Background: an optimization exercise with open tools, aiming at small area, a short achievable clock period and few clock cycles per item. Do not read the settings as production practice.
Only simulation tests tie the RTL to the original design; equivalence was not proved.
No activity file was given, so power comes from the tool's default toggle rates.

`flow/design.v`:
```
package cshash_pkg;
    localparam int TableSlotsDefault      = 32;
    localparam int SubscriberSlotsDefault = 8;
    localparam int ActionWidth  = 3;
    localparam int ChannelWidth = 16;
    localparam int HandleWidth  = 32;
    localparam int SubWidth     = 16;
    localparam int StatusWidth  = 3;
    localparam int SlotOutWidth = 5;
    typedef enum logic [2:0] {
        ACT_INSERT = 3'd0,
        ACT_ADD    = 3'd1,
        ACT_LOOKUP = 3'd2,
        ACT_DELETE = 3'd3,
        ACT_NOTIFY = 3'd4
    } action_t;
    typedef enum logic [2:0] {
        STS_OK       = 3'd0,
        STS_NOTFOUND = 3'd1,
        STS_FULL     = 3'd2,
        STS_SUBFULL  = 3'd3,
        STS_NONE     = 3'd4
    } status_t;
    typedef enum logic [1:0] {
        SLOT_EMPTY   = 2'd0,
        SLOT_USED    = 2'd1,
        SLOT_DELETED = 2'd2
    } slot_state_t;
    typedef struct packed {
        logic load;        
        logic rd_slot;     
        logic step;        
        logic do_insert;   
        logic do_add;      
        logic do_delete;   
        logic sub_rd;      
        logic sub_step;    
        logic sub_clr;     
        logic out_load;    
        logic [2:0] out_status;
        logic out_zero;    
        logic out_use_in;  
        logic out_sub_in;  
        logic out_sub_rd;  
        logic out_last;
    } cshash_cmd_t;
    typedef struct packed {
        logic [2:0] action;
        logic       st_empty;
        logic       st_used;
        logic       match;
        logic       probe_done;   
        logic       sub_free;     
        logic       sub_any;      
        logic       sub_cur;      
        logic       sub_more;     
    } cshash_sts_t;
endpackage
import cshash_pkg::*;
module cshash_ctrl (
    input  logic                    clk,
    input  logic                    rst_n,
    input  logic                    s_valid,
    output logic                    s_ready,
    output logic                    m_valid,
    input  logic                    m_ready,
    input  cshash_pkg::cshash_sts_t sts,
    output cshash_pkg::cshash_cmd_t cmd
);
    typedef enum logic [3:0] {
        S_IDLE, S_READ, S_WAIT, S_EVAL, S_SUBRD, S_SUBWAIT, S_SUBEMIT, S_OUT
    } state_t;
    state_t state_reg, state_next;
    logic   notify_more_reg, notify_more_next;
    logic   m_valid_reg, m_valid_next;
    assign s_ready = (state_reg == S_IDLE) && !m_valid_reg;
    assign m_valid = m_valid_reg;
    always_comb
    begin
        state_next       = state_reg;
        notify_more_next = notify_more_reg;
        m_valid_next     = m_valid_reg;
        cmd              = '0;
        if (m_valid_reg && m_ready)
            m_valid_next = 1'b0;
        case (state_reg)
            S_IDLE:
            begin
                if (s_valid && !m_valid_reg)
                begin
                    cmd.load   = 1'b1;
                    state_next = S_READ;
                end
            end
            S_READ:
            begin
                if (sts.action > ACT_NOTIFY)
                    state_next = S_IDLE;
                else
                begin
                    cmd.rd_slot = 1'b1;
                    state_next  = S_EVAL;
                end
            end
            S_EVAL:
            begin
                cmd.out_last = 1'b1;
                if (sts.action == ACT_INSERT)
                begin
                    if (!sts.st_used)
                    begin
                        cmd.do_insert  = 1'b1;
                        cmd.out_load   = 1'b1;
                        cmd.out_status = STS_OK;
                        cmd.out_use_in = 1'b1;
                        state_next     = S_OUT;
                    end
                    else if (sts.probe_done)
                    begin
                        cmd.out_load   = 1'b1;
                        cmd.out_status = STS_FULL;
                        cmd.out_zero   = 1'b1;
                        state_next     = S_OUT;
                    end
                    else
                    begin
                        cmd.step   = 1'b1;
                        state_next = S_WAIT;
                    end
                end
                else if (sts.st_used && sts.match)
                begin
                    case (sts.action)
                        ACT_ADD:
                        begin
                            cmd.out_load = 1'b1;
                            state_next   = S_OUT;
                            if (sts.sub_free)
                            begin
                                cmd.do_add     = 1'b1;
                                cmd.out_status = STS_OK;
                                cmd.out_sub_in = 1'b1;
                            end
                            else
                                cmd.out_status = STS_SUBFULL;
                        end
                        ACT_DELETE:
                        begin
                            cmd.do_delete  = 1'b1;
                            cmd.out_load   = 1'b1;
                            cmd.out_status = STS_OK;
                            state_next     = S_OUT;
                        end
                        ACT_NOTIFY:
                        begin
                            if (!sts.sub_any)
                            begin
                                cmd.out_load   = 1'b1;
                                cmd.out_status = STS_NONE;
                                cmd.out_use_in = 1'b1;
                                state_next     = S_OUT;
                            end
                            else
                            begin
                                cmd.sub_clr = 1'b1;
                                state_next  = S_SUBRD;
                            end
                        end
                        default:
                        begin
                            cmd.out_load   = 1'b1;
                            cmd.out_status = STS_OK;
                            state_next     = S_OUT;
                        end
                    endcase
                end
                else if (sts.st_empty || sts.probe_done)
                begin
                    cmd.out_load   = 1'b1;
                    cmd.out_status = STS_NOTFOUND;
                    cmd.out_zero   = 1'b1;
                    state_next     = S_OUT;
                end
                else
                begin
                    cmd.step   = 1'b1;
                    state_next = S_WAIT;
                end
            end
            S_WAIT:
            begin
                cmd.rd_slot = 1'b1;
                state_next  = S_EVAL;
            end
            S_SUBRD:
            begin
                if (sts.sub_cur)
                begin
                    cmd.sub_rd       = 1'b1;
                    notify_more_next = sts.sub_more;
                    state_next       = S_SUBWAIT;
                end
                else
                    cmd.sub_step = 1'b1;
            end
            S_SUBWAIT:
            begin
                state_next = S_SUBEMIT;
            end
            S_SUBEMIT:
            begin
                if (!m_valid_reg || m_ready)
                begin
                    cmd.out_load   = 1'b1;
                    cmd.out_status = STS_OK;
                    cmd.out_use_in = 1'b1;
                    cmd.out_sub_rd = 1'b1;
                    cmd.out_last   = !notify_more_reg;
                    m_valid_next   = 1'b1;
                    if (notify_more_reg)
                    begin
                        cmd.sub_step = 1'b1;
                        state_next   = S_SUBRD;
                    end
                    else
                        state_next = S_IDLE;
                end
            end
            S_OUT:
            begin
                m_valid_next = 1'b1;
                state_next   = S_IDLE;
            end
            default:
            begin
                state_next = S_IDLE;
            end
        endcase
    end
    always_ff @(posedge clk or negedge rst_n)
    begin
        if (!rst_n)
        begin
            state_reg       <= S_IDLE;
            notify_more_reg <= 1'b0;
            m_valid_reg     <= 1'b0;
        end
        else
        begin
            state_reg       <= state_next;
            notify_more_reg <= notify_more_next;
            m_valid_reg     <= m_valid_next;
        end
    end
endmodule
import cshash_pkg::*;
module cshash_datapath #(
    parameter int TABLE_SLOTS      = cshash_pkg::TableSlotsDefault,
    parameter int SUBSCRIBER_SLOTS = cshash_pkg::SubscriberSlotsDefault
) (
    input  logic                                  clk,
    input  logic                                  rst_n,
    input  logic [cshash_pkg::ActionWidth-1:0]    in_action,
    input  logic [cshash_pkg::ChannelWidth-1:0]   in_channel,
    input  logic [cshash_pkg::HandleWidth-1:0]    in_handle,
    input  logic [cshash_pkg::SubWidth-1:0]       in_sub,
    input  cshash_pkg::cshash_cmd_t               cmd,
    output cshash_pkg::cshash_sts_t               sts,
    output logic [cshash_pkg::StatusWidth-1:0]    out_status,
    output logic [cshash_pkg::SlotOutWidth-1:0]   out_slot,
    output logic [cshash_pkg::HandleWidth-1:0]    out_handle,
    output logic [cshash_pkg::SubWidth-1:0]       out_sub,
    output logic                                  out_last
);
    localparam int IW = (TABLE_SLOTS > 1) ? $clog2(TABLE_SLOTS) : 1;
    localparam int SW = (SUBSCRIBER_SLOTS > 1) ? $clog2(SUBSCRIBER_SLOTS) : 1;
    localparam int CW = $clog2(TABLE_SLOTS + 1);
    localparam int MW = IW + SW;
    logic [1:0] status_reg [TABLE_SLOTS];
    logic [ChannelWidth-1:0]     chan_mem [TABLE_SLOTS];
    logic [HandleWidth-1:0]      hand_mem [TABLE_SLOTS];
    logic [SUBSCRIBER_SLOTS-1:0] valid_mem [TABLE_SLOTS];
    logic [SubWidth-1:0]         id_mem [TABLE_SLOTS*SUBSCRIBER_SLOTS];
    logic [ActionWidth-1:0]  act_reg;
    logic [ChannelWidth-1:0] chan_reg;
    logic [HandleWidth-1:0]  hand_reg;
    logic [SubWidth-1:0]     sub_reg;
    logic [IW-1:0]           idx_reg;
    logic [CW-1:0]           cnt_reg;
    logic [SW-1:0]           sidx_reg;
    logic [1:0]              rd_st_reg;
    logic [ChannelWidth-1:0] rd_chan_reg;
    logic [HandleWidth-1:0]  rd_hand_reg;
    logic [SUBSCRIBER_SLOTS-1:0] rd_valid_reg;
    logic [SubWidth-1:0]     rd_id_reg;
    logic [SW-1:0]           free_idx;
    logic                    free_any;
    logic [SUBSCRIBER_SLOTS-1:0] above_mask;
    logic [IW-1:0]           home;
    logic [MW-1:0]           wr_addr;
    logic [MW-1:0]           rd_addr;
    always_comb
    begin
        home = IW'(in_channel % TABLE_SLOTS);
    end
    always_comb
    begin
        free_idx = '0;
        free_any = 1'b0;
        for (int j = SUBSCRIBER_SLOTS - 1; j >= 0; j--)
        begin
            if (!rd_valid_reg[j])
            begin
                free_idx = SW'(j);
                free_any = 1'b1;
            end
        end
    end
    always_comb
    begin
        for (int j = 0; j < SUBSCRIBER_SLOTS; j++)
        begin
            above_mask[j] = rd_valid_reg[j] && (j > int'(sidx_reg));
        end
    end
    assign wr_addr = MW'(idx_reg * SUBSCRIBER_SLOTS + free_idx);
    assign rd_addr = MW'(idx_reg * SUBSCRIBER_SLOTS + sidx_reg);
    always_ff @(posedge clk)
    begin
        if (cmd.load)
        begin
            act_reg  <= in_action;
            chan_reg <= in_channel;
            hand_reg <= in_handle;
            sub_reg  <= in_sub;
        end
    end
    always_ff @(posedge clk or negedge rst_n)
    begin
        if (!rst_n)
        begin
            idx_reg  <= '0;
            cnt_reg  <= '0;
            sidx_reg <= '0;
        end
        else
        begin
            if (cmd.load)
            begin
                idx_reg <= home;
                cnt_reg <= '0;
            end
            else if (cmd.step)
            begin
                idx_reg <= (int'(idx_reg) == TABLE_SLOTS - 1) ? '0 : idx_reg + 1'b1;
                cnt_reg <= cnt_reg + 1'b1;
            end
            if (cmd.sub_clr)
                sidx_reg <= '0;
            else if (cmd.sub_step)
                sidx_reg <= sidx_reg + 1'b1;
        end
    end
    always_ff @(posedge clk or negedge rst_n)
    begin
        if (!rst_n)
        begin
            for (int i = 0; i < TABLE_SLOTS; i++)
                status_reg[i] <= SLOT_EMPTY;
        end
        else if (cmd.do_insert)
            status_reg[idx_reg] <= SLOT_USED;
        else if (cmd.do_delete)
            status_reg[idx_reg] <= SLOT_DELETED;
    end
    always_ff @(posedge clk)
    begin
        if (cmd.do_insert)
        begin
            chan_mem[idx_reg]  <= chan_reg;
            hand_mem[idx_reg]  <= hand_reg;
            valid_mem[idx_reg] <= '0;
        end
        else if (cmd.do_add)
            valid_mem[idx_reg] <= rd_valid_reg | (SUBSCRIBER_SLOTS'(1) << free_idx);
        if (cmd.rd_slot)
        begin
            rd_st_reg    <= status_reg[idx_reg];
            rd_chan_reg  <= chan_mem[idx_reg];
            rd_hand_reg  <= hand_mem[idx_reg];
            rd_valid_reg <= valid_mem[idx_reg];
        end
    end
    always_ff @(posedge clk)
    begin
        if (cmd.do_add)
            id_mem[wr_addr] <= sub_reg;
        if (cmd.sub_rd)
            rd_id_reg <= id_mem[rd_addr];
    end
    always_comb
    begin
        sts.action     = act_reg;
        sts.st_empty   = (rd_st_reg == SLOT_EMPTY);
        sts.st_used    = (rd_st_reg == SLOT_USED);
        sts.match      = (rd_chan_reg == chan_reg);
        sts.probe_done = (int'(cnt_reg) >= TABLE_SLOTS - 1);
        sts.sub_free   = free_any;
        sts.sub_any    = |rd_valid_reg;
        sts.sub_cur    = rd_valid_reg[sidx_reg];
        sts.sub_more   = |above_mask;
    end
    always_ff @(posedge clk)
    begin
        if (cmd.out_load)
        begin
            out_status <= cmd.out_status;
            out_last   <= cmd.out_last;
            if (cmd.out_zero)
            begin
                out_slot   <= '0;
                out_handle <= '0;
                out_sub    <= '0;
            end
            else
            begin
                out_slot   <= SlotOutWidth'(idx_reg);
                out_handle <= cmd.out_use_in ? hand_reg : rd_hand_reg;
                out_sub    <= cmd.out_sub_in ? sub_reg :
                              (cmd.out_sub_rd ? rd_id_reg : '0);
            end
        end
    end
endmodule
import cshash_pkg::*;
module channel_subscriber_hash_table_top #(
    parameter int TABLE_SLOTS      = cshash_pkg::TableSlotsDefault,
    parameter int SUBSCRIBER_SLOTS = cshash_pkg::SubscriberSlotsDefault
) (
    input  logic        clk,
    input  logic        rst_n,
    input  logic        s_axis_tvalid,
    output logic        s_axis_tready,
    input  logic [71:0] s_axis_tdata,
    output logic        m_axis_tvalid,
    input  logic        m_axis_tready,
    output logic [55:0] m_axis_tdata,
    output logic        m_axis_tlast
);
    cshash_pkg::cshash_cmd_t cmd;
    cshash_pkg::cshash_sts_t sts;
    logic [StatusWidth-1:0]  o_status;
    logic [SlotOutWidth-1:0] o_slot;
    logic [HandleWidth-1:0]  o_handle;
    logic [SubWidth-1:0]     o_sub;
    cshash_ctrl u_ctrl (
        .clk     (clk),
        .rst_n   (rst_n),
        .s_valid (s_axis_tvalid),
        .s_ready (s_axis_tready),
        .m_valid (m_axis_tvalid),
        .m_ready (m_axis_tready),
        .sts     (sts),
        .cmd     (cmd)
    );
    cshash_datapath #(
        .TABLE_SLOTS      (TABLE_SLOTS),
        .SUBSCRIBER_SLOTS (SUBSCRIBER_SLOTS)
    ) u_dp (
        .clk        (clk),
        .rst_n      (rst_n),
        .in_action  (s_axis_tdata[2:0]),
        .in_channel (s_axis_tdata[18:3]),
        .in_handle  (s_axis_tdata[50:19]),
        .in_sub     (s_axis_tdata[66:51]),
        .cmd        (cmd),
        .sts        (sts),
        .out_status (o_status),
        .out_slot   (o_slot),
        .out_handle (o_handle),
        .out_sub    (o_sub),
        .out_last   (m_axis_tlast)
    );
    assign m_axis_tdata = {o_sub, o_handle, o_slot, o_status};
endmodule
```
`flow/run.sh`:
```
#!/bin/bash
# synth_recipe.tcl (not shown) runs the flow's synth.tcl, then flattens the netlist and writes it again
# the make line also repeats each setting of config.mk as NAME=value (left out here)
make -C /OpenROAD-flow-scripts/flow DESIGN_CONFIG=/design/flow/config.mk WORK_HOME=/design/flow/orfs CLKGATE_MAP_FILE= SYNTH_SCRIPT=/design/flow/synth_recipe.tcl finish
```
`flow/config.mk`:
```
export PLATFORM = sky130hd
export DESIGN_NAME = channel_subscriber_hash_table_top
export DESIGN_NICKNAME = channel_subscriber_hash_table_top
export VERILOG_FILES = /design/flow/design.v
export SDC_FILE = /design/flow/constraint.sdc
export NUM_CORES = 4
export LEC_CHECK = 0
export CAP_MARGIN = 20
export CORE_MARGIN = 2
export CORE_UTILIZATION = 30
export SLEW_MARGIN = 20
```
`flow/constraint.sdc`:
```
create_clock -name core_clock -period 8.0 [get_ports {clk}]
set_input_delay 1.6000 -clock core_clock [delete_from_list [all_inputs] [get_ports {clk}]]
set_output_delay 1.6000 -clock core_clock [all_outputs]
set_load 0.01 [all_outputs]
```
==> results.txt <==
status=timing/DRC/antenna clean; clk_skew=0.08185 ns; HP Class=primary input to asynchronous set/reset pin; Synth Area in XOR/XNOR=0.06269%; die width=893.8 µm; CP max stage cell=edfxtp_1; Worst path max stage delay=1.01 ns; post-synthesis compound-gate area fraction=4.030%; NetSw=28.20 mW; worst path cell trace=xor2_1 -> nor4_1 -> nand4_1 -> or3_1 -> nor4_4 -> buf_12 -> nand3_1 -> nor2_1 -> buf_4; Worst EP required=8.75 ns; Detailed Place HPWL=370800 µm; Static Leak=85.69 nW; drt wl/cell=27.93 µm; die area=798800 µm²; # fillers=73.03k; cell taking the most area after synthesis=edfxtp_1; Ys Warns=3; Achievable Freq=162.9 MHz; P_int=61.14 mW; antenna violations before repair=56; flops & latches, synth=6169; Post-CTS Resized=0; first-pass detailed-route iteration total=6; sw frac=31.56%; clk sinks=6169; top cells by count, synth=edfxtp_1, mux4_2, mux2i_1; # setup viols final=0; Post-CTS Setup Bufs=0; CTS buffer count=615; via count=121.5k; Final Max Tran Viols=0; vias in the first global route=118.5k; Yosys cell types=66; syn_nets=12.08k; Via density=5.152; FF-to-FF path depth=9; Clock Power Share=31.4%; pwr/cell area=326.6 nW/µm²; setup tns final=0 ns; first-pass GRT wire length=917300 µm; largest net degree at the start of global routing=179; Antenna Nets Post-Route=0; unrepaired setup endpoints after global routing=false; H-tree depth=6; Buffers on Ports=129; Reg clk slew, reported paths=0.06 ns; Crit Path Category=flop to flop; Multi-input gate area=49900 µm²; mux contribution to synthesized area=13.65%; GPL Wtd Cong=0.8252; Levels on crit path=9; FFs w/ async S/R, synth=1.345%; layout cells sized above 1=19.71%; Slew @ Worst Pin=1.259 ns; Area contributors post-synth=edfxtp_1, mux4_2, mux2i_1; CP top delay family=simple AND/OR/NAND/NOR gates; Total Power=89.34 mW; Simple-Gate Fraction of Synth Area=2.917%; worst skew pair latency=1.10 ns; gr usage total=15.79%; worst path bufs/invs=2; TritonCTS clock tree=yes; endpoint class of the critical path=flop; maximum vdd drop=0.3727 mV; DR iter-0 viols=15.36k; Final Hold Viols=0; largest family of logic cells by synthesized area=multiplexers; syn avg cell area=19.80 µm²; Tmin final=6.139 ns; CTS Hold Bufs=0; clk buf depth=4; EDFF count, synth=6086; crit path DAT=6.89 ns; period utilisation layout=76.73%; post-synth top area share=76.95%; Initial Util=30.12%; MaxCap Viol Count=0; part of the power in registers=42.4%; Seq/Total Area, Yosys=77.82%; final WL=658400 µm; max reg flops=4096; I/O pin total=135; Startpoint Class=flop; Final #Nets=12.65k; area growth from synthesis to layout=15.18%; Worst slew margin=13.88%; Synth Area in Adders=0.05690%; Site Rows=326; Core Box Area=788500 µm²; largest registers=u_dp.id_mem x4096, u_dp.hand_mem x1024, u_dp.chan_mem x512; largest register by flop count=u_dp.id_mem; most frequent cell after synthesis=edfxtp_1; Cells after Synth=12.00k; Die H=893.8 µm; crit path max fanout=72; area of the mapped netlist=237500 µm²; drt drc=0; grt ovf=0; combinational group share of total power=26.3%; Main synth FF type=edfxtp_1; register area=184900 µm²; CTS root buf=clkbuf_16
[per-layer routing]
layer  vias to the layer above  track usage, %  share of wire (%)
met2                      5555           25.21                 47
met1                     64580           21.92                 41
met5                         -               0              0.010
met3                       966           3.516                9.1
met4                        12           4.078                2.7
li1                      50340               -                  -
[final cells by class]
class,count,area share [%]
multi-input combinational,5048,18.24
sequential,6169,67.58
clock buffer,787,5.908
tap,10500,4.801
inverter,59,0.08370
timing repair buffer,672,2.235
antenna,22,0.02012
clock inverter,321,1.133
[power by group through the flow]
stage               clock network (mW)  registers, mW  logic [mW]
detailed placement                   0           38.6        23.4
global route                      29.7           37.9        24.6
floorplan                            0           38.7        14.3
CTS                               28.4           37.9        23.4
global placement                     0           38.6        23.3
finish                            28.0           37.9        23.5
[layout by cell type, fill, tap and decap left out, types with 50 or more instances in the layout]
cell type / netlist / final
edfxtp_1: 6086 / 6086
mux4_2: 1004 / 1004
mux2i_1: 930 / 930
clkbuf_16: 0 / 621
nor2_1: 668 / 587
nand2_1: 509 / 492
buf_4: 68 / 480
o21ai_0: 431 / 430
a22oi_1: 277 / 277
a221oi_1: 205 / 205
a21oi_1: 186 / 185
clkbuf_1: 397 / 166
clkinv_1: 0 / 134
clkdlybuf4s50_1: 0 / 128
nand3_1: 114 / 109
o22ai_1: 95 / 95
clkinv_2: 0 / 83
nor3_1: 84 / 78
dfrtp_1: 83 / 76
inv_1: 56 / 55
buf_12: 0 / 52
nor2b_1: 55 / 50
[kinds of logic after synthesis]
kind of cell | Yosys count
DFF | 6169
muxes | 1978
and+or+nand+nor | 1591
AOI/OAI and AO/OA | 1451
buffers and inverters | 778
xor gates and xnor gates | 17
adders and majority gates | 11
[worst paths after layout]
path	start	to	slack, ns
setup / recovery	u_dp.chan_reg[12]	u_dp.id_mem[227][7]	1.86
hold / removal	rst_n	u_ctrl.m_valid_reg	0.39
setup reg to reg	u_dp.chan_reg[12]	u_dp.id_mem[227][7]	1.86
hold reg to reg	u_dp.status_reg[0][1]	u_dp.status_reg[0][1]	0.49
max in group asynchronous	rst_n	u_dp.sidx_reg[1]	6.52
min in group core_clock	u_dp.status_reg[0][1]	u_dp.status_reg[0][1]	0.49
[per-stage QoR]
| step | cell area (µm²) | std cells | setup WS [ns] | hold WS [ns] | utilization, % |
|---|---|---|---|---|---|
| after floorplan | 237500 | 12000 | 2.670 | 0.4505 | - |
| after global placement | 254000 | 22430 | 2.046 | 0.4681 | 32.21 |
| after detailed placement | 254000 | 22430 | 1.958 | 0.4792 | 32.22 |
| after CTS | 273300 | 23540 | 1.950 | 0.2977 | 34.66 |
| after global routing | 273500 | 23550 | 1.578 | 0.3285 | 34.69 |
| final | 273600 | 23570 | 1.861 | 0.3885 | 34.70 |
Testbench counts, summed over its fixed seeds: cycles 120,850, items 4,000.

## port drivers added, routing unchanged
The flow's constraints put no driver on any port. The routed layout listed below was extracted and timed again, unchanged, in two steps. Step 1: set_driving_cell puts a clkbuf_16 on clk and a buf_2 on each other input, an assumption about the parent block. Step 2 adds t to the input delays and takes it off the output delays; t is the mean of the earliest and latest rising clock arrival at the registers after step 1. Input paths then give back, and output paths get back, about the clock's delay inside the block. Three values: no drivers, after step 1, after step 2; two values: the first two.
t, ns: 1.174
slack for setup (ns): 1.861 / 1.861 / 1.861
latest minus earliest clock arrival (ns): 0.088 / 0.088
slew at the worst register clock pin (ns): 0.07 / 0.07
worst slew at a driven data input, ns: 0.21
After both steps this run still meets setup and hold. The setup slack of this run moves by 0.000 ns with the drivers and by 0.000 ns with both steps.
